Context: an optimization exercise on an open-source flow, tuned for small area, a short achievable clock period and few clock cycles per item. The choices shown serve that exercise and are no tape-out recipe.
RTL that was checked went through simulation tests only; none was proved equivalent to the original.
For runs 2 to 5, only the layout was checked, not whether the RTL still works.
Power and IR drop assume default switching activity.

File: design/flow/run.sh
#!/bin/bash
# synth_recipe.tcl (not shown) runs the flow's synth.tcl, then flattens the netlist and writes it again
# the make line also repeats each setting of config.mk as NAME=value (left out here)
make -C /OpenROAD-flow-scripts/flow DESIGN_CONFIG=/design/flow/config.mk WORK_HOME=/design/flow/orfs CLKGATE_MAP_FILE= SYNTH_SCRIPT=/design/flow/synth_recipe.tcl finish
File: design/flow/config.mk
export PLATFORM = sky130hd
export DESIGN_NAME = angle_to_cursor_calibrated_mapper_top
export DESIGN_NICKNAME = angle_to_cursor_calibrated_mapper_top
export VERILOG_FILES = /design/flow/design.v
export SDC_FILE = /design/flow/constraint.sdc
export NUM_CORES = 4
export LEC_CHECK = 0
export ABC_AREA = 1
export CAP_MARGIN = 20
export CORE_MARGIN = 2
export CORE_UTILIZATION = 60
export CTS_BUF_LIST = sky130_fd_sc_hd__clkbuf_8
export PLACE_DENSITY = 0.72
export SETUP_SLACK_MARGIN = 4.2
export SLEW_MARGIN = 20
export SYNTH_HIERARCHICAL = 1
File: design/flow/constraint.sdc
create_clock -name core_clock -period 7.5 [get_ports {clock}]
set_input_delay 1.5000 -clock core_clock [delete_from_list [all_inputs] [get_ports {clock}]]
set_output_delay 1.5000 -clock core_clock [all_outputs]
set_load 0.01 [all_outputs]
File: design/flow/design.v
`timescale 1ns / 1ps
package acm_pkg;
   localparam int SPAN_X_RESET = 1820;
   localparam int SPAN_Y_RESET = 980;
   localparam int MARGIN_RESET = 50;
   function automatic logic [45:0] csa(input logic [22:0] x, input logic [22:0] y,
                                       input logic [22:0] z);
      logic [22:0] s, c;
      s = x ^ y ^ z;
      c = ((x & y) | (x & z) | (y & z)) << 1;
      csa = {s, c};
   endfunction
   function automatic logic [45:0] mul_cs(input logic [13:0] span, input logic [8:0] mag);
      logic [22:0] r0, r1, r2, r3, r4, r5, r6, r7, r8;
      logic [22:0] a0, a1, a2, a3, a4, a5, b0, b1, b2, b3, c0, c1;
      r0 = mag[0] ? (23'(span) << 0) : 23'd0;
      r1 = mag[1] ? (23'(span) << 1) : 23'd0;
      r2 = mag[2] ? (23'(span) << 2) : 23'd0;
      r3 = mag[3] ? (23'(span) << 3) : 23'd0;
      r4 = mag[4] ? (23'(span) << 4) : 23'd0;
      r5 = mag[5] ? (23'(span) << 5) : 23'd0;
      r6 = mag[6] ? (23'(span) << 6) : 23'd0;
      r7 = mag[7] ? (23'(span) << 7) : 23'd0;
      r8 = mag[8] ? (23'(span) << 8) : 23'd0;
      {a0, a1} = csa(r0, r1, r2);
      {a2, a3} = csa(r3, r4, r5);
      {a4, a5} = csa(r6, r7, r8);
      {b0, b1} = csa(a0, a1, a2);
      {b2, b3} = csa(a3, a4, a5);
      {c0, c1} = csa(b0, b1, b2);
      mul_cs = csa(c0, c1, b3);
   endfunction
   function automatic logic [8:0] half_turn(input logic [8:0] v);
      if (v < 9'd180) half_turn = v + 9'd180;
      else            half_turn = v - 9'd180;
   endfunction
endpackage
`timescale 1ns / 1ps
module acm_front (
   input  logic        clock,
   input  logic        reset,
   input  logic        adv,
   input  logic        req_valid,
   input  logic [23:0] req_data,
   input  logic [2:0]  req_kind,
   output logic        o_v,
   output logic        o_pv,
   output logic        o_sx,
   output logic        o_sy,
   output logic [1:0]  o_la,
   output logic [1:0]  o_ra,
   output logic [8:0]  o_dx,
   output logic [8:0]  o_dy,
   output logic [8:0]  o_ex,
   output logic [8:0]  o_ey
);
   logic       v0_ff;
   logic       st0_ff, isa0_ff, isb0_ff, ism0_ff;    
   logic [8:0] y0_ff, p0_ff;
   logic       lb0_ff, rb0_ff;
   always_ff @(posedge clock) begin
      if (reset) v0_ff <= 1'b0;
      else if (adv) v0_ff <= req_valid;
      if (adv) begin
         st0_ff  <= (req_kind == 3'd0);
         isa0_ff <= (req_kind == 3'd1);
         isb0_ff <= (req_kind == 3'd2);
         ism0_ff <= (req_kind == 3'd3);
         y0_ff  <= req_data[8:0];
         p0_ff  <= req_data[17:9];
         lb0_ff <= req_data[18];
         rb0_ff <= req_data[19];
      end
   end
   logic [8:0] a_ff, b_ff, ap_ff, bp_ff;
   logic       ka_ff, kb_ff, sh_ff, pl_ff, pr_ff;
   logic       v1_ff, isa1_ff, isb1_ff, ism1_ff;
   logic [8:0] t1_ff, p1_ff;
   logic [1:0] la1_ff, ra1_ff;
   logic is_a, is_b, is_m, upd;
   logic [8:0] t, a_n, b_n;
   logic wrap;
   always_comb begin
      is_a = isa0_ff;
      is_b = isb0_ff;
      is_m = ism0_ff;
      upd  = adv && v0_ff;
   end
   acm_rec u_rec (
      .y      (y0_ff),
      .a      (a_ff),
      .b      (b_ff),
      .sh     (sh_ff),
      .is_a   (is_a),
      .is_b   (is_b),
      .ka     (ka_ff),
      .kb     (kb_ff),
      .t      (t),
      .a_n    (a_n),
      .b_n    (b_n),
      .wrap   (wrap)
   );
   always_ff @(posedge clock) begin
      if (reset) begin
         ka_ff <= 1'b0;
         kb_ff <= 1'b0;
         sh_ff <= 1'b0;
         pl_ff <= 1'b0;
         pr_ff <= 1'b0;
         v1_ff <= 1'b0;
      end else if (adv) begin
         v1_ff <= v0_ff;
         if (v0_ff) begin
            if (st0_ff) begin
               ka_ff <= 1'b0;
               kb_ff <= 1'b0;
               sh_ff <= 1'b0;
            end
            if (is_a) ka_ff <= 1'b1;
            if (is_b) kb_ff <= 1'b1;
            if (is_a || is_b) sh_ff <= wrap;
            if (is_m) begin
               pl_ff <= lb0_ff;
               pr_ff <= rb0_ff;
            end
         end
      end
      if (upd && (is_a || is_b)) begin
         a_ff <= a_n;
         b_ff <= b_n;
      end
      if (upd && is_a) ap_ff <= p0_ff;
      if (upd && is_b) bp_ff <= p0_ff;
      if (adv) begin
         isa1_ff <= is_a;
         isb1_ff <= is_b;
         ism1_ff <= is_m;
         t1_ff   <= t;
         p1_ff   <= p0_ff;
         la1_ff  <= is_m ? {!lb0_ff && pl_ff, lb0_ff && !pl_ff} : 2'd0;
         ra1_ff  <= is_m ? {!rb0_ff && pr_ff, rb0_ff && !pr_ff} : 2'd0;
      end
   end
   logic       v2_ff, pv2_ff, sx2_ff, sy2_ff;
   logic [1:0] la2_ff, ra2_ff;
   logic [8:0] dx2_ff, dy2_ff, ex2_ff, ey2_ff;
   logic       pv, sx, sy;
   logic [8:0] adx, ady, aex, aey;
   acm_delta u_delta (
      .a     (a_ff),
      .b     (b_ff),
      .ap    (ap_ff),
      .bp    (bp_ff),
      .t     (t1_ff),
      .p     (p1_ff),
      .is_a  (isa1_ff),
      .is_b  (isb1_ff),
      .calc  (isa1_ff || isb1_ff || ism1_ff),
      .known (ka_ff && kb_ff),
      .pv    (pv),
      .sx    (sx),
      .sy    (sy),
      .adx   (adx),
      .ady   (ady),
      .aex   (aex),
      .aey   (aey)
   );
   always_ff @(posedge clock) begin
      if (reset) v2_ff <= 1'b0;
      else if (adv) v2_ff <= v1_ff;
      if (adv) begin
         pv2_ff <= pv;
         sx2_ff <= sx;
         sy2_ff <= sy;
         la2_ff <= la1_ff;
         ra2_ff <= ra1_ff;
         dx2_ff <= adx;
         dy2_ff <= ady;
         ex2_ff <= aex;
         ey2_ff <= aey;
      end
   end
   assign o_v  = v2_ff;
   assign o_pv = pv2_ff;
   assign o_sx = sx2_ff;
   assign o_sy = sy2_ff;
   assign o_la = la2_ff;
   assign o_ra = ra2_ff;
   assign o_dx = dx2_ff;
   assign o_dy = dy2_ff;
   assign o_ex = ex2_ff;
   assign o_ey = ey2_ff;
endmodule
module acm_rec (
   input  logic [8:0] y,
   input  logic [8:0] a,
   input  logic [8:0] b,
   input  logic       sh,
   input  logic       is_a,
   input  logic       is_b,
   input  logic       ka,
   input  logic       kb,
   output logic [8:0] t,        
   output logic [8:0] a_n,      
   output logic [8:0] b_n,
   output logic       wrap
);
   logic [8:0] hy, hhy, ht, ha, hb;
   logic [9:0] da, db;
   logic lo, far_a, far_b;
   function automatic logic far_from(input logic [9:0] d, input logic lo, input logic sh);
      if (!sh)     far_from = ($signed(d) > 10'sd180) || ($signed(d) < -10'sd180);
      else if (lo) far_from = ($signed(d) > 10'sd0)   || ($signed(d) < -10'sd360);
      else         far_from = ($signed(d) > 10'sd360) || ($signed(d) < 10'sd0);
   endfunction
   always_comb begin
      hy    = acm_pkg::half_turn(y);
      hhy   = (y >= 9'd360) ? y - 9'd360 : y;
      t     = sh ? hy : y;
      ht    = sh ? hhy : hy;
      ha    = acm_pkg::half_turn(a);
      hb    = acm_pkg::half_turn(b);
      lo    = (y < 9'd180);
      da    = {1'b0, y} - {1'b0, a};
      db    = {1'b0, y} - {1'b0, b};
      far_a = far_from(da, lo, sh);
      far_b = far_from(db, lo, sh);
      wrap  = is_a ? (far_b && kb) : (far_a && ka);
      if (is_a) begin
         a_n = wrap ? ht : t;
         b_n = wrap ? hb : b;
      end else begin
         a_n = wrap ? ha : a;
         b_n = wrap ? ht : t;
      end
   end
endmodule
module acm_delta (
   input  logic [8:0] a,
   input  logic [8:0] b,
   input  logic [8:0] ap,
   input  logic [8:0] bp,
   input  logic [8:0] t,
   input  logic [8:0] p,
   input  logic       is_a,
   input  logic       is_b,
   input  logic       calc,
   input  logic       known,
   output logic       pv,
   output logic       sx,
   output logic       sy,
   output logic [8:0] adx,
   output logic [8:0] ady,
   output logic [8:0] aex,
   output logic [8:0] aey
);
   logic [9:0] ex_p, ex_n, dx_p, dx_n, ey_p, ey_n, dy_p, dy_n;
   logic exneg, eyneg, dxneg, dyneg;
   always_comb begin
      ex_p = {1'b0, b} - {1'b0, a};
      ex_n = {1'b0, a} - {1'b0, b};
      dx_p = {1'b0, t} - {1'b0, a};
      dx_n = {1'b0, a} - {1'b0, t};
      ey_p = {bp[8], bp} - {ap[8], ap};
      ey_n = {ap[8], ap} - {bp[8], bp};
      dy_p = {p[8], p} - {ap[8], ap};
      dy_n = {ap[8], ap} - {p[8], p};
      exneg = ex_p[9];
      eyneg = ey_p[9];
      aex = exneg ? ex_n[8:0] : ex_p[8:0];
      aey = eyneg ? ey_n[8:0] : ey_p[8:0];
      if (is_a) begin
         dxneg = 1'b0;
         adx   = 9'd0;
      end else if (is_b) begin
         dxneg = exneg;
         adx   = aex;
      end else begin
         dxneg = dx_p[9];
         adx   = dx_p[9] ? dx_n[8:0] : dx_p[8:0];
      end
      dyneg = dy_p[9];
      ady   = dy_p[9] ? dy_n[8:0] : dy_p[8:0];
      pv = calc && known && (ex_p != 10'd0) && (ey_p != 10'd0);
      sx = dxneg ^ exneg;
      sy = dyneg ^ eyneg;
   end
endmodule
`timescale 1ns / 1ps
module acm_queue (
   input  logic        clock,
   input  logic        reset,
   input  logic        push,
   input  logic [36:0] push_rsp,
   input  logic        rsp_ready,
   output logic        rsp_valid,
   output logic [36:0] rsp,
   output logic        adv
);
   logic        hv_ff, sv_ff, adv_ff;
   logic [36:0] head_ff, skid_ff;
   logic        pop, load_head;
   logic [1:0]  cnt_next;
   assign pop       = hv_ff && rsp_ready;
   assign load_head = pop || !hv_ff;
   assign cnt_next  = 2'(hv_ff) + 2'(sv_ff) + 2'(push) - 2'(pop);
   always_ff @(posedge clock) begin
      if (reset) begin
         hv_ff  <= 1'b0;
         sv_ff  <= 1'b0;
         adv_ff <= 1'b1;
      end else begin
         hv_ff  <= load_head ? (sv_ff || push) : 1'b1;
         sv_ff  <= load_head ? (sv_ff && push) : (sv_ff || push);
         adv_ff <= (cnt_next <= 2'd1);
      end
      if (load_head) head_ff <= sv_ff ? skid_ff : push_rsp;
      if (push && (sv_ff || !load_head)) skid_ff <= push_rsp;
   end
   assign rsp_valid = hv_ff;
   assign rsp       = head_ff;
   assign adv       = adv_ff;
endmodule
`timescale 1ns / 1ps
module acm_back (
   input  logic        clock,
   input  logic        reset,
   input  logic        adv,
   input  logic        i_v,
   input  logic        i_pv,
   input  logic        i_sx,
   input  logic        i_sy,
   input  logic [1:0]  i_la,
   input  logic [1:0]  i_ra,
   input  logic [8:0]  i_dx,
   input  logic [8:0]  i_dy,
   input  logic [8:0]  i_ex,
   input  logic [8:0]  i_ey,
   input  logic [13:0] span_x,
   input  logic [13:0] span_y,
   input  logic [11:0] margin_x,
   input  logic [11:0] margin_y,
   output logic        o_v,
   output logic [36:0] o_rsp       
);
   localparam int NST = 8;
   logic        vc_ff, pvc_ff, sxc_ff, syc_ff;
   logic [1:0]  lac_ff, rac_ff;
   logic [22:0] sxs_ff, sxc2_ff, sys_ff, syc2_ff;
   logic [8:0]  exc_ff, eyc_ff;
   logic [45:0] mx_cs, my_cs;
   acm_mul u_mul_x (.span(span_x), .mag(i_dx), .cs(mx_cs));
   acm_mul u_mul_y (.span(span_y), .mag(i_dy), .cs(my_cs));
   always_ff @(posedge clock) begin
      if (reset) vc_ff <= 1'b0;
      else if (adv) vc_ff <= i_v;
      if (adv) begin
         pvc_ff <= i_pv;
         sxc_ff <= i_sx;
         syc_ff <= i_sy;
         lac_ff <= i_la;
         rac_ff <= i_ra;
         {sxs_ff, sxc2_ff} <= mx_cs;
         {sys_ff, syc2_ff} <= my_cs;
         exc_ff <= i_ex;
         eyc_ff <= i_ey;
      end
   end
   logic        vm_ff, pvm_ff, sxm_ff, sym_ff;
   logic [1:0]  lam_ff, ram_ff;
   logic [22:0] nxm_ff, nym_ff;
   logic [8:0]  exm_ff, eym_ff;
   logic [22:0] nx, ny;
   logic [8:0]  ex0, ey0;
   acm_cpa u_cpa_x (.s(sxs_ff), .c(sxc2_ff), .e(exc_ff), .n(nx), .e_out(ex0));
   acm_cpa u_cpa_y (.s(sys_ff), .c(syc2_ff), .e(eyc_ff), .n(ny), .e_out(ey0));
   always_ff @(posedge clock) begin
      if (reset) vm_ff <= 1'b0;
      else if (adv) vm_ff <= vc_ff;
      if (adv) begin
         pvm_ff <= pvc_ff;
         sxm_ff <= sxc_ff;
         sym_ff <= syc_ff;
         lam_ff <= lac_ff;
         ram_ff <= rac_ff;
         nxm_ff <= nx;
         nym_ff <= ny;
         exm_ff <= ex0;
         eym_ff <= ey0;
      end
   end
   logic        v_ff  [NST];
   logic        pv_ff [NST];
   logic        sx_ff [NST];
   logic        sy_ff [NST];
   logic [1:0]  la_ff [NST];
   logic [1:0]  ra_ff [NST];
   logic [24:0] wx_ff [NST];
   logic [24:0] wy_ff [NST];
   logic [8:0]  ex_ff [NST];
   logic [8:0]  ey_ff [NST];
   logic [24:0] wx_n [NST];
   logic [24:0] wy_n [NST];
   acm_div4 u_div_x0 (.w({2'b00, nxm_ff}), .d(exm_ff), .w_out(wx_n[0]));
   acm_div4 u_div_y0 (.w({2'b00, nym_ff}), .d(eym_ff), .w_out(wy_n[0]));
   always_ff @(posedge clock) begin
      if (reset) v_ff[0] <= 1'b0;
      else if (adv) v_ff[0] <= vm_ff;
      if (adv) begin
         pv_ff[0] <= pvm_ff;
         sx_ff[0] <= sxm_ff;
         sy_ff[0] <= sym_ff;
         la_ff[0] <= lam_ff;
         ra_ff[0] <= ram_ff;
         wx_ff[0] <= wx_n[0];
         wy_ff[0] <= wy_n[0];
         ex_ff[0] <= exm_ff;
         ey_ff[0] <= eym_ff;
      end
   end
   for (genvar s = 1; s < NST; s++) begin : g_div
      acm_div4 u_div_x (.w(wx_ff[s-1]), .d(ex_ff[s-1]), .w_out(wx_n[s]));
      acm_div4 u_div_y (.w(wy_ff[s-1]), .d(ey_ff[s-1]), .w_out(wy_n[s]));
      always_ff @(posedge clock) begin
         if (reset) v_ff[s] <= 1'b0;
         else if (adv) v_ff[s] <= v_ff[s-1];
         if (adv) begin
            pv_ff[s] <= pv_ff[s-1];
            sx_ff[s] <= sx_ff[s-1];
            sy_ff[s] <= sy_ff[s-1];
            la_ff[s] <= la_ff[s-1];
            ra_ff[s] <= ra_ff[s-1];
            wx_ff[s] <= wx_n[s];
            wy_ff[s] <= wy_n[s];
            ex_ff[s] <= ex_ff[s-1];
            ey_ff[s] <= ey_ff[s-1];
         end
      end
   end
   logic pv_l;
   logic [15:0] px, py;
   acm_place u_place_x (.q(wx_ff[NST-1][15:0]), .neg(sx_ff[NST-1]), .m(margin_x), .p(px));
   acm_place u_place_y (.q(wy_ff[NST-1][15:0]), .neg(sy_ff[NST-1]), .m(margin_y), .p(py));
   assign pv_l = pv_ff[NST-1];
   assign o_v  = v_ff[NST-1];
   assign o_rsp = {pv_l, ra_ff[NST-1], la_ff[NST-1], pv_l ? py : 16'd0, pv_l ? px : 16'd0};
endmodule
module acm_mul (
   input  logic [13:0] span,
   input  logic [8:0]  mag,
   output logic [45:0] cs
);
   assign cs = acm_pkg::mul_cs(span, mag);
endmodule
module acm_cpa (
   input  logic [22:0] s,
   input  logic [22:0] c,
   input  logic [8:0]  e,
   output logic [22:0] n,
   output logic [8:0]  e_out
);
   assign n     = s + c;
   assign e_out = ({2'b00, n[22:16]} >= e) ? 9'd0 : e;
endmodule
module acm_div4 (
   input  logic [24:0] w,
   input  logic [8:0]  d,
   output logic [24:0] w_out
);
   logic [11:0] x, nd1, nd2, cs_s, cs_c, u1, u2, u3;
   logic [8:0]  r;
   logic [1:0]  q;
   always_comb begin
      x    = {1'b0, w[24:14]};
      nd1  = ~{3'b000, d};
      nd2  = ~{2'b00, d, 1'b0};
      cs_s = x ^ nd1 ^ nd2;
      cs_c = {(x[10:0] & nd1[10:0]) | (x[10:0] & nd2[10:0]) | (nd1[10:0] & nd2[10:0]), 1'b0};
      u1   = x + nd1 + 12'd1;
      u2   = x + nd2 + 12'd1;
      u3   = cs_s + cs_c + 12'd2;
      if (!u3[11])      begin q = 2'd3; r = u3[8:0]; end
      else if (!u2[11]) begin q = 2'd2; r = u2[8:0]; end
      else if (!u1[11]) begin q = 2'd1; r = u1[8:0]; end
      else              begin q = 2'd0; r = x[8:0];  end
      w_out = {r, w[13:0], q};
   end
endmodule
module acm_place (
   input  logic [15:0] q,
   input  logic        neg,
   input  logic [11:0] m,
   output logic [15:0] p
);
   logic signed [17:0] s;
   always_comb begin
      s = $signed({6'd0, m}) + $signed({2'b00, q} ^ {18{neg}}) + $signed({17'd0, neg});
      if (!neg) p = (s > 18'sd32767)  ? 16'h7fff : s[15:0];
      else      p = (s < -18'sd32768) ? 16'h8000 : s[15:0];
   end
endmodule
`timescale 1ns / 1ps
module angle_to_cursor_calibrated_mapper_top (
   input  logic        clock,
   input  logic        reset,
   input  logic        req_tvalid,
   output logic        req_tready,
   input  logic [23:0] req_tdata,    
   input  logic [2:0]  req_tuser,    
   output logic        rsp_tvalid,
   input  logic        rsp_tready,
   output logic [39:0] rsp_tdata,    
   output logic [0:0]  rsp_tuser,    
   input  logic        csr_we,
   input  logic [1:0]  csr_index,
   input  logic [13:0] csr_wdata
);
   logic [13:0] span_x_ff, span_y_ff;
   logic [11:0] margin_x_ff, margin_y_ff;
   always_ff @(posedge clock) begin
      if (reset) begin
         span_x_ff   <= 14'(acm_pkg::SPAN_X_RESET);
         span_y_ff   <= 14'(acm_pkg::SPAN_Y_RESET);
         margin_x_ff <= 12'(acm_pkg::MARGIN_RESET);
         margin_y_ff <= 12'(acm_pkg::MARGIN_RESET);
      end else if (csr_we) begin
         case (csr_index)
            2'd0: span_x_ff   <= csr_wdata;
            2'd1: span_y_ff   <= csr_wdata;
            2'd2: margin_x_ff <= csr_wdata[11:0];
            default: margin_y_ff <= csr_wdata[11:0];
         endcase
      end
   end
   logic        adv;
   logic        f_v, f_pv, f_sx, f_sy;
   logic [1:0]  f_la, f_ra;
   logic [8:0]  f_dx, f_dy, f_ex, f_ey;
   logic        b_v;
   logic [36:0] b_rsp, q_rsp;
   acm_front u_front (
      .clock     (clock),
      .reset     (reset),
      .adv       (adv),
      .req_valid (req_tvalid),
      .req_data  (req_tdata),
      .req_kind  (req_tuser),
      .o_v       (f_v),
      .o_pv      (f_pv),
      .o_sx      (f_sx),
      .o_sy      (f_sy),
      .o_la      (f_la),
      .o_ra      (f_ra),
      .o_dx      (f_dx),
      .o_dy      (f_dy),
      .o_ex      (f_ex),
      .o_ey      (f_ey)
   );
   acm_back u_back (
      .clock    (clock),
      .reset    (reset),
      .adv      (adv),
      .i_v      (f_v),
      .i_pv     (f_pv),
      .i_sx     (f_sx),
      .i_sy     (f_sy),
      .i_la     (f_la),
      .i_ra     (f_ra),
      .i_dx     (f_dx),
      .i_dy     (f_dy),
      .i_ex     (f_ex),
      .i_ey     (f_ey),
      .span_x   (span_x_ff),
      .span_y   (span_y_ff),
      .margin_x (margin_x_ff),
      .margin_y (margin_y_ff),
      .o_v      (b_v),
      .o_rsp    (b_rsp)
   );
   acm_queue u_queue (
      .clock     (clock),
      .reset     (reset),
      .push      (adv && b_v),
      .push_rsp  (b_rsp),
      .rsp_ready (rsp_tready),
      .rsp_valid (rsp_tvalid),
      .rsp       (q_rsp),
      .adv       (adv)
   );
   assign req_tready = adv;
   assign rsp_tdata  = {4'b0000, q_rsp[35:0]};
   assign rsp_tuser  = q_rsp[36];
endmodule
==> results.json, run 1 <==
{
  "maxSlewHeadroom_pct": 31.4,
  "power_density_mw_per_mm2": 418,
  "worstMarginPinSlew_ps": 1030,
  "worstSetupStartpointType": "register",
  "reg2reg_depth": 8,
  "drt-total-wl_um": 184000,
  "antenna_found_initial": 9,
  "grt_usage_pct": 25.3,
  "status": "no timing/DRC/antenna violations",
  "leakagePower_nw": 47.9,
  "fin_crit_sh_pct": 42.5,
  "drive_above_1_share_pct": 8.32,
  "crit_cells": 8,
  "routedWlPerCell_um": 14.9,
  "end_kind": "register",
  "crit_fanout": 14,
  "io_buffer_count": 82,
  "hpwl_um": 143000,
  "num_rows": 138,
  "r2r_slack_ps": 4310,
  "dieArea_mm2": 0.145,
  "gp_congestion": 0.925,
  "core_mm2": 0.141,
  "max-cap-violations": 0,
  "die_w_um": 381,
  "cts.hold.buffers_added": 0,
  "final_hold_viol_count": 0,
  "setup_viol": 0,
  "crit_path_cell_trace": "nand2_1 -> inv_1 -> fa_1 -> inv_1 -> fa_1 -> fa_1 -> inv_1 -> fa_1",
  "io-pin-count": 91,
  "setup_ws_ps": 4310,
  "die_h_um": 381,
  "crit_type": "register to register",
  "rr_endpoint": "u_back.sxs_ff[13]",
  "crit_buf_inv": 3,
  "routed-via-count": 63000,
  "cts_htree_levels": 4,
  "crit_path_frequent_cell": "fa_1",
  "rsz0062_at_grt": "false",
  "worstHoldStart": "u_back.wy_ff[3][10]",
  "worstSkewPairLatency_ps": 920,
  "r2r_start": "u_front.dx2_ff[8]",
  "critical_path.top_delay_family": "adder cells",
  "grt_pass1_vias": 60900,
  "required_ps": 8140,
  "cp-endpoint": "u_back.sxs_ff[13]",
  "cp.arrival_ps": 3820,
  "clkTransAtPathRegs_ps": 60,
  "startpoint": "u_front.dx2_ff[8]",
  "via_per_inst": 5.10,
  "postSynthAreaPerCell_um2": 8.25,
  "max_stage_delay_ps": 630,
  "peakVddDrop_uv": 249,
  "synthToLayoutAreaGrowth_pct": 5.46,
  "start_util_pct": 60.3,
  "grt_max_degree": 186,
  "fin_crit_ps": 3190,
  "layout.nets": 11500,
  "synthCells": 10300,
  "tritoncts": "yes",
  "layout.filler_cells": 12200,
  "cp_slowest_cell": "edfxtp_1",
  "utilization_pct": 63.6,
  "netlist_area_mm2": 0.0852,
  "clk_path_buf_depth": 3,
  "drt_iter0_markers": 4247,
  "gr-total-overflow": 0,
  "drc": 0,
  "fin_tns_setup_ps": 0,
  "preCtsSetupSlack_ps": 3950,
  "clockRootBuffer": "clkbuf_8",
  "drv_slew": 0,
  "cts_made_buffers": 174,
  "fmax_mhz": 314,
  "postRouteAntennaNets": 0,
  "grt_pass1_wl_um": 300000,
  "cts.sinks": 1027,
  "skew_ps": 64.4,
  "firstDrtPassIters": 8,
  "yosys_warnings": 37,
  "min_path_type": "register to register"
}
[power by group]
group          internal (mW)  switching (mW)  total [mW]
Combinational           8.54            14.2        22.7
Sequential              8.54            1.12        9.66
Clock                   2.83            2.36        5.19
Total                   19.9            17.6        37.6
[cell usage in the layout, fill, tap and decap left out, types with 184 or more instances in the layout]
cell type	count
nand2_2	225
a21oi_1	304
edfxtp_1	954
nand2_1	2826
nand3_1	640
nor2_1	643
clkbuf_8	184
xor2_1	240
fa_1	354
inv_1	2120
ha_1	823
[worst reg2reg max path, stage by stage, from the launching register on]
cell and delay (ps):
edfxtp_1 630, nand2_1 160, inv_1 60, fa_1 470, inv_1 50, fa_1 490, fa_1 490, inv_1 60
fa_1 490
[flip-flops by register name, indices dropped and copies added, names as in the netlist, 12 cells and up]
signal / flops
u_back.nxm_ff: 23
u_back.sxc2_ff: 23
u_back.la_ff: 16
margin_x_ff: 12
u_back.wx_ff: 191
u_back.syc2_ff: 23
u_back.nym_ff: 23
u_back.ex_ff: 63
u_back.sxs_ff: 23
margin_y_ff: 12
span_y_ff: 14
span_x_ff: 14
u_back.ey_ff: 63
u_back.wy_ff: 191
u_queue.skid_ff: 37
u_back.sys_ff: 23
u_back.ra_ff: 16
u_queue.head_ff: 37
[area by class of cell]
cell class | instances | area (µm²) | area share, %
diodes | 4 | 10.0 | 0.0111
clock buffers | 184 | 2530 | 2.82
clock inverters | 139 | 1030 | 1.15
inverters | 2160 | 8200 | 9.12
multi-input cells | 6783 | 44100 | 49.0
flip-flops and latches | 1027 | 30100 | 33.5
well taps | 1890 | 2360 | 2.63
repair buffers | 166 | 1530 | 1.70
[worst min-delay path by stage]
stage | end | cells after the start
floorplan | u_back.exc_ff[0] | 0
global placement | u_back.wx_ff[7][12] | 0
detailed placement | u_back.exc_ff[5] | 0
finish | u_back.wy_ff[4][12] | 0
global route | u_back.wx_ff[6][4] | 0
CTS | u_back.wy_ff[4][12] | 0
[repair_timing]
item | in CTS | in global routing
setup endpoints to repair | 120 | 101
gates resized for setup | 39 | 24
pin swaps | 0 | 7
cloned | 0 | 4
buffers inserted | 11 | 55
[stage by stage]
step / std cells / power [mW] / hold WS [ps] / area [µm²]
2_1_floorplan: 10400 / 27.9 / 400 / 85300
3_3_place_gp: 12000 / 31.6 / 400 / 85600
3_5_place_dp: 12000 / 32.3 / 405 / 85600
4_1_cts: 12300 / 37.7 / 383 / 89300
5_1_grt: 12400 / 41.7 / 401 / 89900
6_report: 12400 / 37.6 / 379 / 89900
[per-layer routing]
metal	track usage, %	vias up	wire length [µm]
li1	-	32100	-
met1	34.3	29200	83700
met2	42.4	1354	86600
met3	3.27	295	8420
met4	7.85	0	4850
met5	0	-	0
Testbench counts, summed over its fixed seeds: cycles 2,512, items 2,400.
==> inputs of run 2 (changes only) <==
--- a/design/flow/design.v
+++ b/design/flow/design.v
@@ -3,6 +3,34 @@
    localparam int SPAN_X_RESET = 1820;
    localparam int SPAN_Y_RESET = 980;
    localparam int MARGIN_RESET = 50;
+   function automatic logic [24:0] div_step(input logic [24:0] w, input logic [8:0] d);
+      logic [9:0] x, y, g, p, gg, pp, g2, p2, c, t;
+      logic ge;
+      x = w[24:15];
+      y = ~{1'b0, d};
+      g = x & y;
+      p = x ^ y;
+      gg = g;
+      pp = p;
+      for (int s = 1; s < 10; s = s * 2) begin
+         g2 = gg;
+         p2 = pp;
+         for (int i = 0; i < 10; i++) begin
+            if (i >= s) begin
+               g2[i] = gg[i] | (pp[i] & gg[i-s]);
+               p2[i] = pp[i] & pp[i-s];
+            end
+         end
+         gg = g2;
+         pp = p2;
+      end
+      c[0] = 1'b1;
+      for (int i = 1; i < 10; i++) c[i] = gg[i-1] | pp[i-1];
+      ge = gg[9] | pp[9];
+      t  = p ^ c;
+      if (ge) div_step = {t[8:0], w[14:0], 1'b1};
+      else    div_step = {x[8:0], w[14:0], 1'b0};
+   endfunction
    function automatic logic [45:0] csa(input logic [22:0] x, input logic [22:0] y,
                                        input logic [22:0] z);
       logic [22:0] s, c;
@@ -401,8 +429,8 @@
    logic [8:0]  ey_ff [NST];
    logic [24:0] wx_n [NST];
    logic [24:0] wy_n [NST];
-   acm_div4 u_div_x0 (.w({2'b00, nxm_ff}), .d(exm_ff), .w_out(wx_n[0]));
-   acm_div4 u_div_y0 (.w({2'b00, nym_ff}), .d(eym_ff), .w_out(wy_n[0]));
+   acm_div2 u_div_x0 (.w({2'b00, nxm_ff}), .d(exm_ff), .w_out(wx_n[0]));
+   acm_div2 u_div_y0 (.w({2'b00, nym_ff}), .d(eym_ff), .w_out(wy_n[0]));
    always_ff @(posedge clock) begin
       if (reset) v_ff[0] <= 1'b0;
       else if (adv) v_ff[0] <= vm_ff;
@@ -419,8 +447,8 @@
       end
    end
    for (genvar s = 1; s < NST; s++) begin : g_div
-      acm_div4 u_div_x (.w(wx_ff[s-1]), .d(ex_ff[s-1]), .w_out(wx_n[s]));
-      acm_div4 u_div_y (.w(wy_ff[s-1]), .d(ey_ff[s-1]), .w_out(wy_n[s]));
+      acm_div2 u_div_x (.w(wx_ff[s-1]), .d(ex_ff[s-1]), .w_out(wx_n[s]));
+      acm_div2 u_div_y (.w(wy_ff[s-1]), .d(ey_ff[s-1]), .w_out(wy_n[s]));
       always_ff @(posedge clock) begin
          if (reset) v_ff[s] <= 1'b0;
          else if (adv) v_ff[s] <= v_ff[s-1];
@@ -462,29 +490,12 @@
    assign n     = s + c;
    assign e_out = ({2'b00, n[22:16]} >= e) ? 9'd0 : e;
 endmodule
-module acm_div4 (
+module acm_div2 (
    input  logic [24:0] w,
    input  logic [8:0]  d,
    output logic [24:0] w_out
 );
-   logic [11:0] x, nd1, nd2, cs_s, cs_c, u1, u2, u3;
-   logic [8:0]  r;
-   logic [1:0]  q;
-   always_comb begin
-      x    = {1'b0, w[24:14]};
-      nd1  = ~{3'b000, d};
-      nd2  = ~{2'b00, d, 1'b0};
-      cs_s = x ^ nd1 ^ nd2;
-      cs_c = {(x[10:0] & nd1[10:0]) | (x[10:0] & nd2[10:0]) | (nd1[10:0] & nd2[10:0]), 1'b0};
-      u1   = x + nd1 + 12'd1;
-      u2   = x + nd2 + 12'd1;
-      u3   = cs_s + cs_c + 12'd2;
-      if (!u3[11])      begin q = 2'd3; r = u3[8:0]; end
-      else if (!u2[11]) begin q = 2'd2; r = u2[8:0]; end
-      else if (!u1[11]) begin q = 2'd1; r = u1[8:0]; end
-      else              begin q = 2'd0; r = x[8:0];  end
-      w_out = {r, w[13:0], q};
-   end
+   assign w_out = acm_pkg::div_step(acm_pkg::div_step(w, d), d);
 endmodule
 module acm_place (
    input  logic [15:0] q,
--- a/design/flow/config.mk
+++ b/design/flow/config.mk
@@ -8,9 +8,8 @@
 export ABC_AREA = 1
 export CAP_MARGIN = 20
 export CORE_MARGIN = 2
-export CORE_UTILIZATION = 60
+export CORE_UTILIZATION = 40
 export CTS_BUF_LIST = sky130_fd_sc_hd__clkbuf_8
-export PLACE_DENSITY = 0.72
-export SETUP_SLACK_MARGIN = 4.2
+export SETUP_SLACK_MARGIN = 4.0
 export SLEW_MARGIN = 20
 export SYNTH_HIERARCHICAL = 1
==> results.json, run 2 <==
{
  "layout_common_cells": "nand2_1 (2732), inv_1 (1619), edfxtp_1 (954)",
  "clk_path_buf_depth": 3,
  "grtUsageMet1_pct": 22.0,
  "cts_htree_levels": 4,
  "dieArea_mm2": 0.191,
  "yosys_warnings": 37,
  "layout.filler_cells": 18000,
  "maxSlewHeadroom_pct": 30.3,
  "via_per_inst": 4.77,
  "fmax_mhz": 296,
  "grt_pass1_vias": 54500,
  "antenna_found_initial": 2,
  "setup_ws_ps": 4130,
  "fin_crit_sh_pct": 45.0,
  "power_density_mw_per_mm2": 445,
  "r2r_slack_ps": 4130,
  "gr-total-overflow": 0,
  "required_ps": 8160,
  "grt_usage_pct": 17.3,
  "grt_max_degree": 202,
  "setup_viol": 0,
  "tritoncts": "yes",
  "met2_usage_pct": 30.1,
  "drive_above_1_share_pct": 13.0,
  "routedWlPerCell_um": 14.5,
  "postSynthAreaPerCell_um2": 8.34,
  "postRouteAntennaNets": 0,
  "leakagePower_nw": 42.3,
  "crit_type": "register to register",
  "peakVddDrop_uv": 192,
  "worstSetupStartpointType": "register",
  "synthCells": 9018,
  "cts.hold.buffers_added": 0,
  "hpwl_um": 128000,
  "preCtsSetupSlack_ps": 3630,
  "core_mm2": 0.187,
  "internal_power_mw": 20.2,
  "die_w_um": 438,
  "p_switching_mw": 17.2,
  "die_h_um": 438,
  "status": "no timing/DRC/antenna violations",
  "end_kind": "register",
  "clkPwrFrac_pct": 14.2,
  "layout.nets": 9925,
  "io-pin-count": 91,
  "grt_pass1_wl_um": 273000,
  "busiest_layer": "met2",
  "clkTransAtPathRegs_ps": 60,
  "layout.cells.most_common": "nand2_1",
  "crit_fanout": 5,
  "max-cap-violations": 0,
  "netlist_area_mm2": 0.0752,
  "worstMarginPinSlew_ps": 1050,
  "firstDrtPassIters": 6,
  "p_seq_share_pct": 25.8,
  "min_path_type": "register to register",
  "sw_frac_of_total_pct": 46.0,
  "fin_tns_setup_ps": 0,
  "cts_made_buffers": 182,
  "cts.sinks": 1027,
  "final_hold_viol_count": 0,
  "routed-via-count": 56300,
  "skew_ps": 44.5,
  "gp_congestion": 0.907,
  "met3_usage_pct": 2.42,
  "drv_slew": 0,
  "start_util_pct": 40.2,
  "power_frac_comb_pct": 60.0,
  "clockRootBuffer": "clkbuf_8",
  "whs_ps": 407,
  "drt_iter0_markers": 3431,
  "io_buffer_count": 82,
  "synthToLayoutAreaGrowth_pct": 11.8,
  "fin_crit_ps": 3370,
  "cp.arrival_ps": 4040,
  "rsz0062_at_grt": "true",
  "num_rows": 159,
  "drc": 0,
  "utilization_pct": 44.9,
  "drt-total-wl_um": 171000,
  "reg_top3": "u_back.wx_ff (191), u_back.wy_ff (191)",
  "worstSkewPairLatency_ps": 920
}
run 2: final cells by class:
class	instances	area (µm²)	area share, %
Tap cell	2495	3120	3.71
Sequential cell	1027	30100	35.8
Clock inverter	144	1080	1.29
Multi-Input combinational cell	5992	38400	45.7
Antenna cell	3	7.51	0.00893
Timing Repair Buffer	275	2330	2.78
Clock buffer	193	2660	3.16
Inverter	1673	6300	7.49
run 2: through the flow:
stage,power (mW),instance area (µm²),cells
6_report,37.4,84100,11800
3_3_place_gp,29.3,76500,11300
5_1_grt,41.1,84100,11800
2_1_floorplan,26.1,75300,9040
3_5_place_dp,29.6,76500,11300
4_1_cts,35.4,80800,11600
run 2: power by group through the flow:
stage	logic [mW]	registers [mW]	clock network (mW)
3_5_place_dp	19.9	9.70	0
2_1_floorplan	16.9	9.23	0
6_report	22.4	9.64	5.30
4_1_cts	20.3	9.59	5.51
3_3_place_gp	19.6	9.67	0
5_1_grt	25.5	9.79	5.73
run 2: final timing paths:
check	depth (start not counted)	start	to
worst max register to register	17	u_back.ex_ff[3][3]	u_back.wx_ff[4][0]
worst min register to register	0	u_back.wx_ff[1][3]	u_back.wx_ff[2][5]
worst max-delay path	17	u_back.ex_ff[3][3]	u_back.wx_ff[4][0]
worst min-delay path	0	u_back.wx_ff[1][3]	u_back.wx_ff[2][5]
run 2: what timing repair did:
action,4_1_cts,5_1_grt
resized for setup,62,348
buffers inserted,31,144
pin swaps,14,89
cloned,2,23
endpoints found under the setup margin,160,202
run 2: worst max-delay path, stage by stage, from the launching register on:
cell and delay [ps]:
edfxtp_1 410, inv_2 110, ha_2 310, nand2_1 80, nand2_1 90, nand2_1 100
nand2_2 80, a21oi_2 280, nand4_1 170, nand2_2 110, ha_1 270, a21oi_1 230
nand2_1 80, nand2_1 110, nand3_4 120, a21oi_4 280, nand3_4 140, buf_4 170
run 2: metal layers:
metal	up-vias	share of wire, %
met5	-	0
met4	0	3.0
met3	268	3.6
met2	1048	49
met1	26200	44
li1	28800	-
==> inputs of run 3 (changes only) <==
--- a/design/flow/config.mk
+++ b/design/flow/config.mk
@@ -10,6 +10,6 @@
 export CORE_MARGIN = 2
 export CORE_UTILIZATION = 40
 export CTS_BUF_LIST = sky130_fd_sc_hd__clkbuf_8
-export SETUP_SLACK_MARGIN = 4.0
+export SETUP_SLACK_MARGIN = 4.2
 export SLEW_MARGIN = 20
 export SYNTH_HIERARCHICAL = 1
==> results.json, run 3 <==
{
  "num_rows": 159,
  "layout_common_cells": "nand2_1 (2639), inv_1 (1531), edfxtp_1 (954)",
  "routedWlPerCell_um": 14.8,
  "clkTransAtPathRegs_ps": 60,
  "worstSkewPairLatency_ps": 910,
  "gp_congestion": 0.907,
  "drt_iter0_markers": 3651,
  "cts_htree_levels": 4,
  "die_h_um": 438,
  "peakVddDrop_uv": 203,
  "clockRootBuffer": "clkbuf_8",
  "antenna_found_initial": 2,
  "p_seq_share_pct": 24.1,
  "dr_wl_met2_um": 87700,
  "fmax_mhz": 310,
  "die_w_um": 438,
  "worstSetupStartpointType": "register",
  "p_switching_mw": 18.3,
  "cts_made_buffers": 182,
  "worstMarginPinSlew_ps": 1030,
  "routed-via-count": 57700,
  "start_util_pct": 40.2,
  "io-pin-count": 91,
  "crit_fanout": 6,
  "power_frac_comb_pct": 62.6,
  "postSynthAreaPerCell_um2": 8.34,
  "met3_wirelength_um": 6410,
  "via_per_inst": 4.80,
  "cp.arrival_ps": 3850,
  "required_ps": 8120,
  "status": "no timing/DRC/antenna violations",
  "setup_viol": 0,
  "min_path_type": "register to register",
  "fin_tns_setup_ps": 0,
  "drt-total-wl_um": 178000,
  "synthCells": 9018,
  "core_mm2": 0.187,
  "internal_power_mw": 21.7,
  "top_layer": "met4",
  "dieArea_mm2": 0.191,
  "fin_crit_sh_pct": 43.0,
  "netlist_area_mm2": 0.0752,
  "end_kind": "register",
  "fin_cells": 12000,
  "grt_pass1_wl_um": 281000,
  "hpwl_um": 128000,
  "grt_usage_pct": 17.8,
  "drive_above_1_share_pct": 19.2,
  "clkPwrFrac_pct": 13.3,
  "clk_path_buf_depth": 3,
  "placed_cells": 11300,
  "rsz0062_at_grt": "true",
  "layout.cells.most_common": "nand2_1",
  "gr-total-overflow": 0,
  "reg_top3": "u_back.wx_ff (191), u_back.wy_ff (191)",
  "power_density_mw_per_mm2": 453,
  "tritoncts": "yes",
  "sw_frac_of_total_pct": 45.8,
  "synthToLayoutAreaGrowth_pct": 17.5,
  "cts.hold.buffers_added": 0,
  "drt-met1-wl_um": 77600,
  "cts.sinks": 1027,
  "final_hold_viol_count": 0,
  "io_buffer_count": 82,
  "layout.nets": 10200,
  "max-cap-violations": 0,
  "fin_crit_ps": 3230,
  "leakagePower_nw": 43.8,
  "drv_slew": 0,
  "skew_ps": 43.3,
  "grt_max_degree": 202,
  "drc": 0,
  "firstDrtPassIters": 6,
  "crit_type": "register to register",
  "maxSlewHeadroom_pct": 31.1,
  "grt_pass1_vias": 55600,
  "postRouteAntennaNets": 0,
  "yosys_warnings": 37
}
run 3: changes by cell type in the layout (fill, tap and decap cells not counted), sizes merged, moves of 2 or more:
cell | previous run | this run
clkinv | 83 | 77
clkdlybuf4s50 | 77 | 43
nand4 | 200 | 202
dlygate4sd2 | 4 | 34
inv | 1711 | 1717
buf | 192 | 423
run 3: power by group through the flow:
stage	Clock, mW	Sequential, mW	Combinational, mW
after floorplan	0	9.23	16.9
after global placement	0	9.67	19.6
after detailed placement	0	9.70	19.9
after CTS	5.51	9.61	21.6
after global routing	5.73	9.79	28.2
final	5.31	9.65	25.0
run 3: routing by layer:
layer | GRT usage (%) | up-vias
li1 | - | 29300
met1 | 22.5 | 27000
met2 | 31.0 | 1154
met3 | 2.46 | 306
met4 | 6.46 | 0
met5 | 0 | -
run 3: critical path: stages (launching register included):
cell and delay (ps):
edfxtp_1 490, ha_4 340, nand2_2 80, nor2_4 230
nand3_4 170, nand4_4 170, nor2_2 60, nor2_4 140
ha_4 230, nand2_1 90, inv_1 70, nand2_1 60
nand2_1 70, nand2_2 100, nand3_4 100, a21oi_4 230
nand3_4 140, nand2_1 80, nand2_1 90
run 3: final cells by class:
class	instances	area, µm²
tap	2495	3120
clock buffer	193	2660
fill	17500	98900
sequential	1027	30100
multi-input combinational	5995	40800
timing repair buffer	500	4190
inverter	1673	6310
clock inverter	144	1080
antenna	3	7.51
run 3: timing repair:
item | in CTS | in global routing
setup endpoints to repair | 243 | 220
pin swaps | 65 | 207
setup buffers | 110 | 290
resized for setup | 315 | 637
gates cloned | 24 | 4
run 3: final timing paths:
kind                       start  slack, ps             endpoint  cells after the start
max          u_back.wy_ff[3][21]       4270  u_back.wy_ff[4][24]                     18
min           u_back.wx_ff[4][7]        400   u_back.wx_ff[5][9]                      0
max reg2reg  u_back.wy_ff[3][21]       4270  u_back.wy_ff[4][24]                     18
min reg2reg   u_back.wx_ff[4][7]        400   u_back.wx_ff[5][9]                      0
run 3: per-stage QoR:
step           hold WS (ps)  setup slack, ps  util, %  instance area (µm²)  power (mW)
2_1_floorplan           400             36.7        -                75300        26.1
3_3_place_gp            400             3670     40.9                76500        29.3
3_5_place_dp            405             3630     40.9                76500        29.6
4_1_cts                 402             4130     44.2                82800        36.7
5_1_grt                 415             4090     47.2                88300        43.7
6_report                401             4270     47.2                88300        40.0
==> inputs of run 4 (changes only) <==
--- a/design/flow/config.mk
+++ b/design/flow/config.mk
@@ -10,6 +10,6 @@
 export CORE_MARGIN = 2
 export CORE_UTILIZATION = 40
 export CTS_BUF_LIST = sky130_fd_sc_hd__clkbuf_8
-export SETUP_SLACK_MARGIN = 4.2
+export SETUP_SLACK_MARGIN = 3.8
 export SLEW_MARGIN = 20
 export SYNTH_HIERARCHICAL = 1
==> results.json, run 4 <==
{
  "firstDrtPassIters": 6,
  "via_per_inst": 4.74,
  "layout.nets": 9782,
  "max-cap-violations": 0,
  "placed_cells": 11300,
  "maxSlewHeadroom_pct": 30.9,
  "cp.arrival_ps": 2010,
  "grt_pass1_wl_um": 272000,
  "core_mm2": 0.187,
  "io_buffer_count": 82,
  "worstSetupStartpointType": "register",
  "fin_cells": 11700,
  "cts_htree_levels": 4,
  "cts.sinks": 1027,
  "peakVddDrop_uv": 181,
  "fmax_mhz": 285,
  "clkPwrFrac_pct": 14.9,
  "fin_crit_ps": 3510,
  "routed-via-count": 55200,
  "critical_path.top_delay_family": "buffers and inverters",
  "grt_pass1_vias": 54200,
  "end_kind": "primary output",
  "power_frac_comb_pct": 58.1,
  "skew_ps": 44.3,
  "drt-total-wl_um": 166000,
  "p_switching_mw": 16.3,
  "setup_viol": 0,
  "crit_fanout": 3,
  "tritoncts": "yes",
  "required_ps": 6000,
  "rsz0062_at_grt": "false",
  "io-pin-count": 91,
  "fin_crit_sh_pct": 46.8,
  "start_util_pct": 40.2,
  "gp_congestion": 0.907,
  "die_h_um": 438,
  "crit_path_cell_trace": "clkdlybuf4s50_1",
  "crit_type": "register to primary output",
  "layout_common_cells": "nand2_1 (2781), inv_1 (1684), edfxtp_1 (954)",
  "grt_max_degree": 202,
  "cts.hold.buffers_added": 0,
  "fin_tns_setup_ps": 0,
  "whs_ps": 406,
  "drc": 0,
  "num_rows": 159,
  "internal_power_mw": 19.2,
  "clk_path_buf_depth": 3,
  "reg_top3": "u_back.wx_ff (191), u_back.wy_ff (191)",
  "gr-total-overflow": 0,
  "clockRootBuffer": "clkbuf_8",
  "synthCells": 9018,
  "preCtsSetupSlack_ps": 3630,
  "clkTransAtPathRegs_ps": 60,
  "postRouteAntennaNets": 0,
  "cts_made_buffers": 182,
  "yosys_warnings": 37,
  "r2r_slack_ps": 4020,
  "drive_above_1_share_pct": 9.25,
  "power_density_mw_per_mm2": 437,
  "layout.cells.most_common": "nand2_1",
  "postSynthAreaPerCell_um2": 8.34,
  "max_stage_delay_ps": 610,
  "grt_usage_pct": 17.2,
  "sw_frac_of_total_pct": 45.9,
  "dieArea_mm2": 0.191,
  "p_total_mw": 35.5,
  "routedWlPerCell_um": 14.2,
  "synthToLayoutAreaGrowth_pct": 8.11,
  "die_w_um": 438,
  "cp_slowest_cell": "clkdlybuf4s50_1",
  "leakagePower_nw": 41.5,
  "hpwl_um": 128000,
  "drt_iter0_markers": 3324,
  "worstMarginPinSlew_ps": 1040,
  "crit_buf_inv": 1,
  "netlist_area_mm2": 0.0752,
  "p_seq_share_pct": 27.0,
  "antenna_found_initial": 2,
  "worstSkewPairLatency_ps": 910,
  "drv_slew": 0,
  "status": "no timing/DRC/antenna violations",
  "min_path_type": "register to register",
  "final_hold_viol_count": 0,
  "setup_ws_ps": 3990
}
## run 4: changes by cell type in the layout (fill, tap and decap cells not counted), sizes merged
cell | previous run | this run
clkinv | 77 | 83
buf | 423 | 66
inv | 1717 | 1711
clkbuf | 193 | 194
dlygate4sd2 | 34 | 1
clkdlybuf4s50 | 43 | 81
nand4 | 202 | 195
nand3 | 767 | 754
## run 4: stage by stage
step                      instance area [µm²]  util [%]
after floorplan                         75300         -
after global placement                  76500      40.9
after detailed placement                76500      40.9
after CTS                               80300      42.9
after global routing                    81300      43.4
final                                   81300      43.4
## run 4: timing repair
action                     in CTS  in global routing
setup endpoints to repair      62                174
resized for setup              10                 93
pin swaps                       0                 26
setup buffers                   0                 49
gates cloned                    0                  8
## run 4: worst reg2reg max path: stages (launching register included)
cell and delay [ps]:
edfxtp_1 430, inv_1 120, ha_1 290, nand2_1 100, nand2_1 50, inv_1 130, nand2_1 130, nand2_1 120
nand4_4 210, nand3_1 170, nand2_2 70, ha_1 330, nand2_1 110, inv_1 40, a21oi_1 170, nand3_2 180
a21oi_4 270, nand3_4 150, buf_4 180
## run 4: final timing paths
kind                           start                 end  depth (start not counted)
setup / recovery       u_queue.hv_ff          rsp_tvalid                          1
hold / removal    u_back.wx_ff[4][7]  u_back.wx_ff[5][9]                          0
setup reg to reg  u_back.ex_ff[4][5]  u_back.wx_ff[5][0]                         18
hold reg to reg   u_back.wx_ff[4][7]  u_back.wx_ff[5][9]                          0
## run 4: per-layer routing
metal  vias up  part of all wire (%)  track usage (%)
li1      28400                     -                -
met1     25500                    45             21.9
met2       976                    48             29.9
met3       258                   3.5             2.39
met4         0                   3.1             6.03
met5         -                     0                0
## run 4: power groups by stage
| stage | combinational [mW] | clock [mW] | sequential, mW |
|---|---|---|---|
| final | 20.6 | 5.29 | 9.58 |
| after global routing | 23.7 | 5.73 | 9.74 |
| after CTS | 20.1 | 5.51 | 9.60 |
| after detailed placement | 19.9 | 0 | 9.70 |
| after global placement | 19.6 | 0 | 9.67 |
| after floorplan | 16.9 | 0 | 9.23 |
## run 4: cell type report
class                           instances  area, µm²
Antenna cell                            3       7.51
Clock buffer                          193       2660
Clock inverter                        144       1080
Fill cell                           18300     106000
Inverter                             1673       6300
Multi-Input combinational cell       5975      36600
Sequential cell                      1027      30100
Tap cell                             2495       3120
Timing Repair Buffer                  149       1350
==> inputs of run 5 (changes only) <==
--- a/design/flow/config.mk
+++ b/design/flow/config.mk
@@ -8,8 +8,9 @@
 export ABC_AREA = 1
 export CAP_MARGIN = 20
 export CORE_MARGIN = 2
-export CORE_UTILIZATION = 40
+export CORE_UTILIZATION = 60
 export CTS_BUF_LIST = sky130_fd_sc_hd__clkbuf_8
-export SETUP_SLACK_MARGIN = 3.8
+export PLACE_DENSITY = 0.72
+export SETUP_SLACK_MARGIN = 3.9
 export SLEW_MARGIN = 20
 export SYNTH_HIERARCHICAL = 1
==> results.json, run 5 <==
{
  "setup_ws_ps": 4010,
  "max-cap-violations": 0,
  "final_area_mm2": 0.0805,
  "leakagePower_nw": 41.4,
  "crit_path_frequent_cell": "nand2_1",
  "postSynthAreaPerCell_um2": 8.34,
  "core_mm2": 0.124,
  "layout.cells.most_common": "nand2_1",
  "clockRootBuffer": "clkbuf_8",
  "hpwl_um": 118000,
  "worstMarginPinSlew_ps": 1060,
  "cts.sinks": 1027,
  "tritoncts": "yes",
  "crit_type": "register to register",
  "grt_usage_pct": 24.2,
  "crit_fanout": 7,
  "drive_above_1_share_pct": 9.93,
  "p_total_mw": 35.4,
  "gp_congestion": 0.926,
  "synthToLayoutAreaGrowth_pct": 7.11,
  "skew_ps": 39.1,
  "power_density_mw_per_mm2": 439,
  "setup_viol": 0,
  "layout_common_cells": "nand2_1 (2767), inv_1 (1657), edfxtp_1 (954)",
  "peakVddDrop_uv": 261,
  "worstSkewPairLatency_ps": 890,
  "routedWlPerCell_um": 14.5,
  "layout.nets": 9813,
  "dpl_cell_area_mm2": 0.0754,
  "via_per_inst": 5.19,
  "routed-via-count": 56100,
  "postRouteAntennaNets": 0,
  "io-pin-count": 91,
  "antenna_found_initial": 5,
  "cp_slowest_cell": "edfxtp_1",
  "startpoint": "u_back.exm_ff[6]",
  "fmax_mhz": 286,
  "end_kind": "register",
  "drt_iter0_markers": 4305,
  "final_hold_viol_count": 0,
  "crit_buf_inv": 3,
  "reg_top3": "u_back.wx_ff (191), u_back.wy_ff (191)",
  "num_rows": 129,
  "die_h_um": 358,
  "io_buffer_count": 82,
  "crit_path_cell_trace": "inv_1 -> ha_1 -> nand2_2 -> nor2_4 -> nand3_4 -> nand4_4 -> buf_4 -> nand3_2 -> nand2_1 -> ha_4 -> nand2_1 -> inv_1 -> a21oi_1 -> nand3_2 -> a21oi_4 -> nand3_2 -> nand2_1 -> nand2_1",
  "grt_pass1_vias": 52800,
  "cts_made_buffers": 170,
  "start_util_pct": 60.7,
  "min_path_type": "register to register",
  "fin_tns_setup_ps": 0,
  "clk_path_buf_depth": 3,
  "cp.arrival_ps": 4120,
  "drv_slew": 0,
  "whs_ps": 387,
  "die_w_um": 358,
  "cts.hold.buffers_added": 0,
  "r2r_start": "u_back.exm_ff[6]",
  "worstHoldStart": "u_back.wy_ff[1][12]",
  "fin_crit_ps": 3490,
  "drt-total-wl_um": 157000,
  "drc": 0,
  "maxSlewHeadroom_pct": 29.1,
  "worstSetupStartpointType": "register",
  "grt_max_degree": 190,
  "placed_cells": 10400,
  "preCtsSetupSlack_ps": 3740,
  "max_stage_delay_ps": 420,
  "netlist_area_mm2": 0.0752,
  "firstDrtPassIters": 6,
  "required_ps": 8130,
  "grt_pass1_wl_um": 255000,
  "dieArea_mm2": 0.128,
  "cts_htree_levels": 4,
  "rsz0062_at_grt": "true",
  "gr-total-overflow": 0,
  "status": "no timing/DRC/antenna violations",
  "utilization_pct": 65.0,
  "yosys_warnings": 37,
  "synthCells": 9018,
  "fin_cells": 10800,
  "critical_path.top_delay_family": "simple AND/OR/NAND/NOR gates",
  "clkTransAtPathRegs_ps": 60,
  "fin_crit_sh_pct": 46.5
}
run 5: cell type report:
cell class | instances | area, µm²
repair buffers | 184 | 1670
clock buffers | 178 | 2450
multi-input cells | 5983 | 37200
flip-flops and latches | 1027 | 30100
clock inverters | 126 | 773
fillers | 10300 | 43400
inverters | 1673 | 6300
diodes | 3 | 7.51
well taps | 1637 | 2050
run 5: path summary, 6_finish.rpt:
check / end / cells after the start / slack, ps
setup / recovery: u_back.wx_ff[0][20] / 18 / 4010
hold / removal: u_back.wy_ff[2][14] / 0 / 390
setup reg to reg: u_back.wx_ff[0][20] / 18 / 4010
hold reg to reg: u_back.wy_ff[2][14] / 0 / 390
run 5: worst register-to-register path, cell delays in order (launching register included):
cell,delay (ps)
edfxtp_1,420
inv_1,130
ha_1,390
nand2_2,110
nor2_4,200
nand3_4,160
nand4_4,170
buf_4,150
nand3_2,50
nand2_1,130
ha_4,240
nand2_1,90
inv_1,40
a21oi_1,200
nand3_2,170
a21oi_4,250
nand3_2,190
nand2_1,100
nand2_1,50
run 5: report_power, final:
part / internal (mW) / switching, mW / leakage (nW)
clock network: 2.42 / 2.27 / 1.76
registers: 8.67 / 0.926 / 10.9
logic: 7.92 / 13.2 / 28.8
run 5: repair_timing:
item	4_1_cts	5_1_grt
gates resized for setup	14	165
gates cloned	0	16
setup endpoints to repair	128	195
buffers inserted	7	78
pin swaps	4	38
run 5: metal layers:
metal / GRT usage [%] / wire, µm
met1: 32.9 / 70900
met5: 0 / 21
met2: 39.7 / 72800
met3: 3.77 / 8930
met4: 7.84 / 4010

[static timing again, ports no longer ideal]
Ports are ideal in the flow. The routed layouts listed here were re-timed in OpenROAD.
Step 1: set_driving_cell puts a clkbuf_16 on clock and a buf_2 on each other input, an assumption about the parent block.
Step 2 times the ports against the registers' clock, not the clock port: input delays grow and output delays shrink by t, the midpoint of the rising clock arrivals with the driver on.
Three values: ideal, step 1, step 2; two values: the first two.
run | shift t [ns] | setup slack, ns | pins driven straight from the clock port
run 1 | 0.963 | 4.314 / 4.308 / 3.821 | 1
run 2 | 0.982 | 4.125 / 4.079 / 3.698 | 1
run 3 | 0.976 | 4.271 / 4.271 / 3.622 | 1
run 4 | 0.979 | 3.992 / 3.905 / 3.667 | 1
run 5 | 0.939 | 4.009 / 4.009 / 3.867 | 1
After both steps every run listed still meets setup and hold. For run 3, which loses most, drivers alone change the setup slack by 0.000 ns; drivers and shift together by -0.649 ns.
